Context: an optimization exercise on an open-source flow, tuned for a short achievable clock period and few clock cycles per item. The choices shown serve that exercise and are no tape-out recipe.
The RTL was checked by simulation tests, not by an equivalence proof against the original design.
Power figures rest on the tool's default switching activity, not on a simulated workload.

[design/flow/design.v]
`default_nettype none
package sfsr_pkg;
    localparam int ID_W   = 16;
    localparam int BYTE_W = 8;
    localparam logic [BYTE_W-1:0] SYNC_A = 8'h55;
    localparam logic [BYTE_W-1:0] SYNC_B = 8'hAA;
endpackage
`default_nettype wire
`default_nettype none
module serial_frame_sender_with_resend_unit #(
    parameter int SLOTS       = 16,
    parameter int MAX_PAYLOAD = 15
) (
    input  wire               i_clk,
    input  wire               i_rst_n,
    input  wire               i_in_valid,
    output logic              o_in_ready,
    input  wire               i_req_type,
    input  wire  [sfsr_pkg::BYTE_W-1:0] i_data_byte,
    input  wire               i_last_byte,
    input  wire  [sfsr_pkg::ID_W-1:0]   i_resend_id,
    output logic              o_out_valid,
    input  wire               i_out_ready,
    output logic [sfsr_pkg::BYTE_W-1:0] o_out_byte,
    output logic              o_frame_end,
    output logic              o_error
);
    localparam int P_START = 0;
    localparam int P_AA    = 1;
    localparam int P_HI    = 2;
    localparam int P_LO    = 3;
    localparam int P_BODY  = 4;
    localparam int P_CSUM  = 5;
    logic       r_in_ready;
    logic       r_h_valid, r_h_type, r_h_last;
    logic [7:0] r_h_data;
    logic [3:0] r_h_rid;
    logic       r_s_valid, r_s_type, r_s_last;
    logic [7:0] r_s_data;
    logic [3:0] r_s_rid;
    logic [5:0]   r_ph;
    logic         r_in_packet;
    logic [15:0]  r_id;
    logic [7:0]   r_sum;
    logic [3:0]   r_cnt;
    logic [3:0]   r_rem;
    logic [119:0] r_rbuf;
    logic [15:0][14:0][7:0] r_mem;
    logic [15:0][3:0]       r_len;
    logic [15:0]  r_valid;
    logic       r_o_valid;
    logic [9:0] r_o_data;    
    logic       r_k_valid;
    logic [9:0] r_k_data;
    logic       can;
    logic       emit, pop;
    logic [7:0] e_byte;
    logic       e_end, e_err;
    logic [5:0] ph_n;
    logic       we, sum_add, sum_init, cnt_inc, open_pkt, close_pkt, rload, shift;
    logic       full, src_ok;
    logic [7:0] body_byte;
    logic [3:0] dst;
    assign can       = !r_k_valid;
    assign full      = (r_cnt == 4'd15);
    assign src_ok    = r_valid[r_h_rid];
    assign body_byte = r_ph[P_BODY] ? r_rbuf[7:0] : r_h_data;
    assign dst       = r_id[3:0];
    always_comb begin
        emit      = 1'b0;
        pop       = 1'b0;
        e_byte    = 8'h00;
        e_end     = 1'b0;
        e_err     = 1'b0;
        ph_n      = r_ph;
        we        = 1'b0;
        sum_add   = 1'b0;
        sum_init  = 1'b0;
        cnt_inc   = 1'b0;
        open_pkt  = 1'b0;
        close_pkt = 1'b0;
        rload     = 1'b0;
        shift     = 1'b0;
        if (can) begin
            if (r_ph[P_START]) begin
                if (r_h_valid) begin
                    emit = 1'b1;
                    if (!r_h_type) begin
                        if (!r_in_packet) begin
                            e_byte = sfsr_pkg::SYNC_A;
                            ph_n   = 6'b000010;
                        end else begin
                            if (full) begin
                                e_err = 1'b1;
                            end else begin
                                e_byte  = r_h_data;
                                we      = 1'b1;
                                sum_add = 1'b1;
                                cnt_inc = 1'b1;
                            end
                            if (r_h_last) ph_n = 6'b100000;
                            else          pop  = 1'b1;
                        end
                    end else begin
                        if (r_in_packet || !src_ok) begin
                            e_err = 1'b1;
                            pop   = 1'b1;
                        end else begin
                            e_byte = sfsr_pkg::SYNC_A;
                            ph_n   = 6'b000010;
                            rload  = 1'b1;
                        end
                    end
                end
            end
            if (r_ph[P_AA]) begin
                emit   = 1'b1;
                e_byte = sfsr_pkg::SYNC_B;
                ph_n   = 6'b000100;
            end
            if (r_ph[P_HI]) begin
                emit   = 1'b1;
                e_byte = r_id[15:8];
                ph_n   = 6'b001000;
            end
            if (r_ph[P_LO]) begin
                emit     = 1'b1;
                e_byte   = r_id[7:0];
                sum_init = 1'b1;
                if (!r_h_type) begin
                    open_pkt = 1'b1;
                    ph_n     = 6'b000001;
                end else begin
                    ph_n     = 6'b010000;
                end
            end
            if (r_ph[P_BODY]) begin
                emit    = 1'b1;
                e_byte  = r_rbuf[7:0];
                we      = 1'b1;
                sum_add = 1'b1;
                cnt_inc = 1'b1;
                shift   = 1'b1;
                if (r_rem == 4'd1) ph_n = 6'b100000;
            end
            if (r_ph[P_CSUM]) begin
                emit      = 1'b1;
                e_byte    = ~r_sum;
                e_end     = 1'b1;
                close_pkt = 1'b1;
                pop       = 1'b1;
                ph_n      = 6'b000001;
            end
        end
    end
    logic push, h_load, s_valid_n;
    assign push      = i_in_valid && r_in_ready;
    assign h_load    = !r_h_valid || pop;
    assign s_valid_n = r_s_valid ? !h_load : (push && !h_load);
    always_ff @(posedge i_clk) begin
        if (h_load) begin
            r_h_type <= r_s_valid ? r_s_type : i_req_type;
            r_h_data <= r_s_valid ? r_s_data : i_data_byte;
            r_h_last <= r_s_valid ? r_s_last : i_last_byte;
            r_h_rid  <= r_s_valid ? r_s_rid  : i_resend_id[3:0];
        end
        if (!r_s_valid) begin
            r_s_type <= i_req_type;
            r_s_data <= i_data_byte;
            r_s_last <= i_last_byte;
            r_s_rid  <= i_resend_id[3:0];
        end
    end
    always_ff @(posedge i_clk) begin
        if (!i_rst_n) begin
            r_h_valid  <= 1'b0;
            r_s_valid  <= 1'b0;
            r_in_ready <= 1'b1;
        end else begin
            if (h_load) r_h_valid <= r_s_valid || push;
            r_s_valid  <= s_valid_n;
            r_in_ready <= !s_valid_n;
        end
    end
    always_ff @(posedge i_clk) begin
        if (!i_rst_n) begin
            r_ph        <= 6'b000001;
            r_in_packet <= 1'b0;
            r_id        <= '0;
            r_valid     <= '0;
        end else begin
            r_ph <= ph_n;
            if (open_pkt)  r_in_packet <= 1'b1;
            if (close_pkt) begin
                r_in_packet  <= 1'b0;
                r_id         <= r_id + 16'd1;
                r_valid[dst] <= 1'b1;
            end
        end
    end
    always_ff @(posedge i_clk) begin
        if (sum_init) r_sum <= r_id[15:8] + r_id[7:0];
        else if (sum_add) r_sum <= r_sum + body_byte;
        if (sum_init) r_cnt <= 4'd0;
        else if (cnt_inc) r_cnt <= r_cnt + 4'd1;
        if (rload) begin
            r_rbuf <= r_mem[r_h_rid];
            r_rem  <= r_len[r_h_rid];
        end else if (shift) begin
            r_rbuf <= {8'h00, r_rbuf[119:8]};
            r_rem  <= r_rem - 4'd1;
        end
        if (close_pkt) r_len[dst] <= r_cnt;
    end
    for (genvar s = 0; s < 16; s++) begin : g_slot
        for (genvar b = 0; b < 15; b++) begin : g_byte
            always_ff @(posedge i_clk) begin
                if (we && dst == 4'(s) && r_cnt == 4'(b)) r_mem[s][b] <= body_byte;
            end
        end
    end
    logic       o_load;
    logic [9:0] e_data;
    assign o_load = !r_o_valid || i_out_ready;
    assign e_data = {e_byte, e_end, e_err};
    always_ff @(posedge i_clk) begin
        if (o_load) r_o_data <= r_k_valid ? r_k_data : e_data;
        if (!r_k_valid) r_k_data <= e_data;
    end
    always_ff @(posedge i_clk) begin
        if (!i_rst_n) begin
            r_o_valid <= 1'b0;
            r_k_valid <= 1'b0;
        end else begin
            if (o_load) begin
                r_o_valid <= r_k_valid || emit;
                r_k_valid <= 1'b0;
            end else if (emit) begin
                r_k_valid <= 1'b1;
            end
        end
    end
    assign o_in_ready  = r_in_ready;
    assign o_out_valid = r_o_valid;
    assign o_out_byte  = r_o_data[9:2];
    assign o_frame_end = r_o_data[1];
    assign o_error     = r_o_data[0];
endmodule
`default_nettype wire
[design/flow/run.sh]
#!/bin/bash
# synth_recipe.tcl (not shown) runs the flow's synth.tcl, then flattens the netlist and writes it again
# the make line also repeats each setting of config.mk as NAME=value (left out here)
make -C /OpenROAD-flow-scripts/flow DESIGN_CONFIG=/design/flow/config.mk WORK_HOME=/design/flow/orfs CLKGATE_MAP_FILE= SYNTH_SCRIPT=/design/flow/synth_recipe.tcl finish
[design/flow/config.mk]
export PLATFORM = sky130hd
export DESIGN_NAME = serial_frame_sender_with_resend_unit
export DESIGN_NICKNAME = serial_frame_sender_with_resend_unit
export VERILOG_FILES = /design/flow/design.v
export SDC_FILE = /design/flow/constraint.sdc
export NUM_CORES = 4
export LEC_CHECK = 0
export ABC_CLOCK_PERIOD_IN_PS = 2000
export CAP_MARGIN = 20
export CORE_MARGIN = 2
export CORE_UTILIZATION = 40
export SETUP_SLACK_MARGIN = 3.4
export SLEW_MARGIN = 20
[design/flow/constraint.sdc]
create_clock -name core_clock -period 5.5 [get_ports {i_clk}]
set_input_delay 1.1000 -clock core_clock [delete_from_list [all_inputs] [get_ports {i_clk}]]
set_output_delay 1.1000 -clock core_clock [all_outputs]
set_load 0.01 [all_outputs]
==> results.cfg <==
[finish]
multi_input_area_um2 = 23290
postLayoutCellArea_um2 = 111600
drive_gt1_frac = 0.4458
area_growth_pct = 28.90
regArea_um2 = 65730
nFillCells = 16170
nets = 4795

[flow_run]
max_cap_violations = 0

[clocking]
clk_path_buf_depth = 3
clk_latency_ns = 0.88
cts_sinks = 2212
htreeDepth = 4
cts_buffers = 216
root_buffer = clkbuf_16
cts_tree = yes
clk_pin_slew_worst_paths_ns = 0.07

[sta]
timing.final.ws_setup_ns = 2.609
hold_viol_final = 0
finalSetupViolCount = 0
slew_viol_final = 0
skew_ns = 0.05487
max_freq_ghz = 0.3459
worst_pin_slew_ns = 0.9478
setup_tns_ns = 0
relSlewSlack = 0.3681
post-route-min-period_ns = 2.891
grt_setup_unrepaired = true
post-route-period-util = 0.5257

[logic_synthesis]
syn-cell-area_um2 = 86600
synthTopCellsByArea = edfxtp_1 74%, mux4_2 16%, mux2_2 2.0%
synth_commonest_cells = 2140 x edfxtp_1, 622 x mux4_2, 273 x nor2_1
synth_most_common_cell = edfxtp_1
yosys_warnings = 1
yosys_register_bits = 2212
synthFlopType = edfxtp_1
syn_nets = 4046
synth-async-reset-ratio = 0
ys_seq_area_frac = 0.7587
syn_area_per_cell_um2 = 21.72
synthCells = 3988
synth_edf_count = 2140
synth_top_cell_area_share = 0.7420
ys_types = 57
synth_top_cell_by_area = edfxtp_1

[power]
leakage_nw = 35.77
ir_worst_vdd_uv = 311.1
power.density_nw_per_um2 = 342.7

[critical_path]
cp_num_buf_inv = 6
path_depth = 11
critical_path_arrival_ns = 3.48
worst_path_max_delay_cell = edfxtp_1
critPathKind = flop to flop
worst_path_most_repeated_cell = buf_12
required_ns = 6.09
cp-end-kind = flop
cp-start-kind = flop
cp_cell_sequence = buf_12, buf_6, mux4_2, nand2b_4, nand4_1, a21oi_4, buf_6, buf_12, buf_12, buf_16, mux2_4
crit_fanout = 8
r2r_cells = 11
critPathTopFamily = buffers and inverters
slowest_delay_ns = 0.41

[place]
dpl_cell_area_um2 = 90470
port-buffer-count = 29
place_hpwl_mm = 112.1
place_ws_ns = 1.199
place_congestion = 0.7861

[routing]
vias_per_cell = 5.879
top_layer_used = met5
wl_mm = 247.8
wl_met1_mm = 97.32
wl_met3_mm = 24.48
final_antenna_net_count = 0
met2_length_mm = 116.5
drt_iter0_markers = 6042
vias = 45680
drc = 0
post_drt_wl_per_cell_um = 31.90
dr.pass1.iters = 5

[floorplanning]
start_util = 0.4031
ios = 42
dieHeight_um = 469.3
core_area_um2 = 214800
dieWidth_um = 469.3
row_count = 170
dieArea_um2 = 220200

[global_routing]
grt.total_usage = 0.2182
overflow = 0
grt_pass1_wl_mm = 342.3
grt_max_degree = 93
grt_pass1_vias = 45220
antenna_found_initial = 15

[hold_path]
hp-class = flop to flop
min_path_cells = 1

[status]
status = timing/DRC/antenna clean
==> worst register-to-register path: stages, from the launching register on <==
cell and delay (ns):
edfxtp_1 0.41, buf_12 0.17, buf_6 0.12, mux4_2 0.34
nand2b_4 0.12, nand4_1 0.24, a21oi_4 0.25, buf_6 0.12
buf_12 0.16, buf_12 0.17, buf_16 0.17, mux2_4 0.37
==> registers in the layout (all words and copies together) (netlist names), 4 cells and up <==
name / cells
r_o_data: 10
r_sum: 8
r_rem: 4
r_mem: 1920
r_rbuf: 120
r_h_rid: 4
r_ph: 6
r_valid: 16
r_id: 16
r_cnt: 4
r_s_rid: 4
r_h_data: 8
r_s_data: 8
r_len: 64
r_k_data: 10
==> cell type report <==
type                            instances  area share
Sequential cell                      2212      0.5888
Multi-Input combinational cell       1549      0.2086
Timing Repair Buffer                  734      0.1062
Clock buffer                          256     0.05089
Tap cell                             2838     0.03181
Clock inverter                        146     0.01239
Inverter                               24    0.001054
Antenna cell                           10   0.0002242
==> layer usage <==
layer  track usage  up-vias
li1              -    18240
met1        0.3072    24390
met2        0.3368     2583
met3       0.04622      463
met4       0.07936        6
met5             0        -
==> repair_timing <==
item	in CTS	in global routing
resized for setup	1075	191
pin swaps	230	215
setup endpoints to repair	3549	2575
hold buffers	0	0
buffers inserted	459	96
gates cloned	81	14
==> per-stage QoR <==
step	cells	power, W	hold WS [ns]	util
after floorplan	3988	0.02154	0.4197	-
after global placement	6707	0.02262	0.4539	0.4211
after detailed placement	6707	0.02267	0.4600	0.4211
after CTS	7649	0.03818	0.4751	0.5098
after global routing	7759	0.03926	0.4886	0.5195
final	7769	0.03826	0.4738	0.5196
==> where the power goes <==
group | internal [W] | leakage [nW] | switching, W
Clock | 0.00844 | 3.47 | 0.00640
Combinational | 0.00193 | 12.4 | 0.00249
Sequential | 0.0189 | 19.9 | 0.0000742
Total | 0.0293 | 35.8 | 0.00897
==> cells in the final DEF (no fill, tap or decap), types with 25 or more instances in the layout <==
master / synthesis / routed
edfxtp_1: 2140 / 2140
mux4_2: 622 / 622
buf_12: 0 / 262
nor2_4: 0 / 245
clkbuf_16: 0 / 233
buf_6: 11 / 194
buf_4: 0 / 122
mux2_4: 0 / 102
nand2_1: 100 / 84
buf_16: 0 / 84
mux2_2: 154 / 63
clkinv_1: 1 / 63
dfxtp_1: 72 / 63
o21ai_0: 61 / 50
clkinv_2: 0 / 45
a21oi_1: 36 / 32
clkbuf_1: 117 / 32
nor2b_1: 32 / 25
==> path summary, 6_finish.rpt <==
path                               to  slack [ns]                  from
setup reg to reg  r_rbuf[5]$_DFFE_PP_        2.61  r_h_rid[0]$_DFFE_PN_
setup / recovery  r_rbuf[5]$_DFFE_PP_        2.61  r_h_rid[0]$_DFFE_PN_
hold reg to reg    r_s_rid[1]$_DFF_P_        0.47    r_s_rid[1]$_DFF_P_
hold / removal     r_s_rid[1]$_DFF_P_        0.47    r_s_rid[1]$_DFF_P_
==> cells by family after synthesis <==
kind of cell | after synthesis | share of synthesized area
AND/OR/NAND/NOR | 527 | 0.02710
adder cells (fa/ha/maj) | 28 | 0.004219
buffers and inverters | 246 | 0.01273
flip-flops | 2212 | 0.7587
AO/OA/AOI/OAI | 160 | 0.01140
multiplexers | 785 | 0.1828
XOR/XNOR | 30 | 0.003034
Testbench counts, summed over its fixed seeds: cycles 41,490, items 41,474.

-- re-timing with driven ports --
Ports are ideal in the flow. The routed layout listed here was re-timed in OpenROAD. Step 1: set_driving_cell puts a clkbuf_16 on i_clk and a buf_2 on each other input, an assumption about the parent block. Step 2 adds t to the input delays and takes it off the output delays; t is the mean of the earliest and latest rising clock arrival at the registers after step 1. Input paths then give back, and output paths get back, about the clock's delay inside the block. Slacks: ideal ports / drivers / drivers and shift; pairs: ideal ports / drivers.
t, ns: 0.940
setup slack, ns: 2.609 / 2.609 / 2.609
worst setup path at the end: register to register
clock arrival spread, ns: 0.055 / 0.055
cell pins on the clock port's net: 1
After both steps setup and hold are still met in this run. For this run, drivers alone change the setup slack by 0.000 ns; drivers and shift together by 0.000 ns.
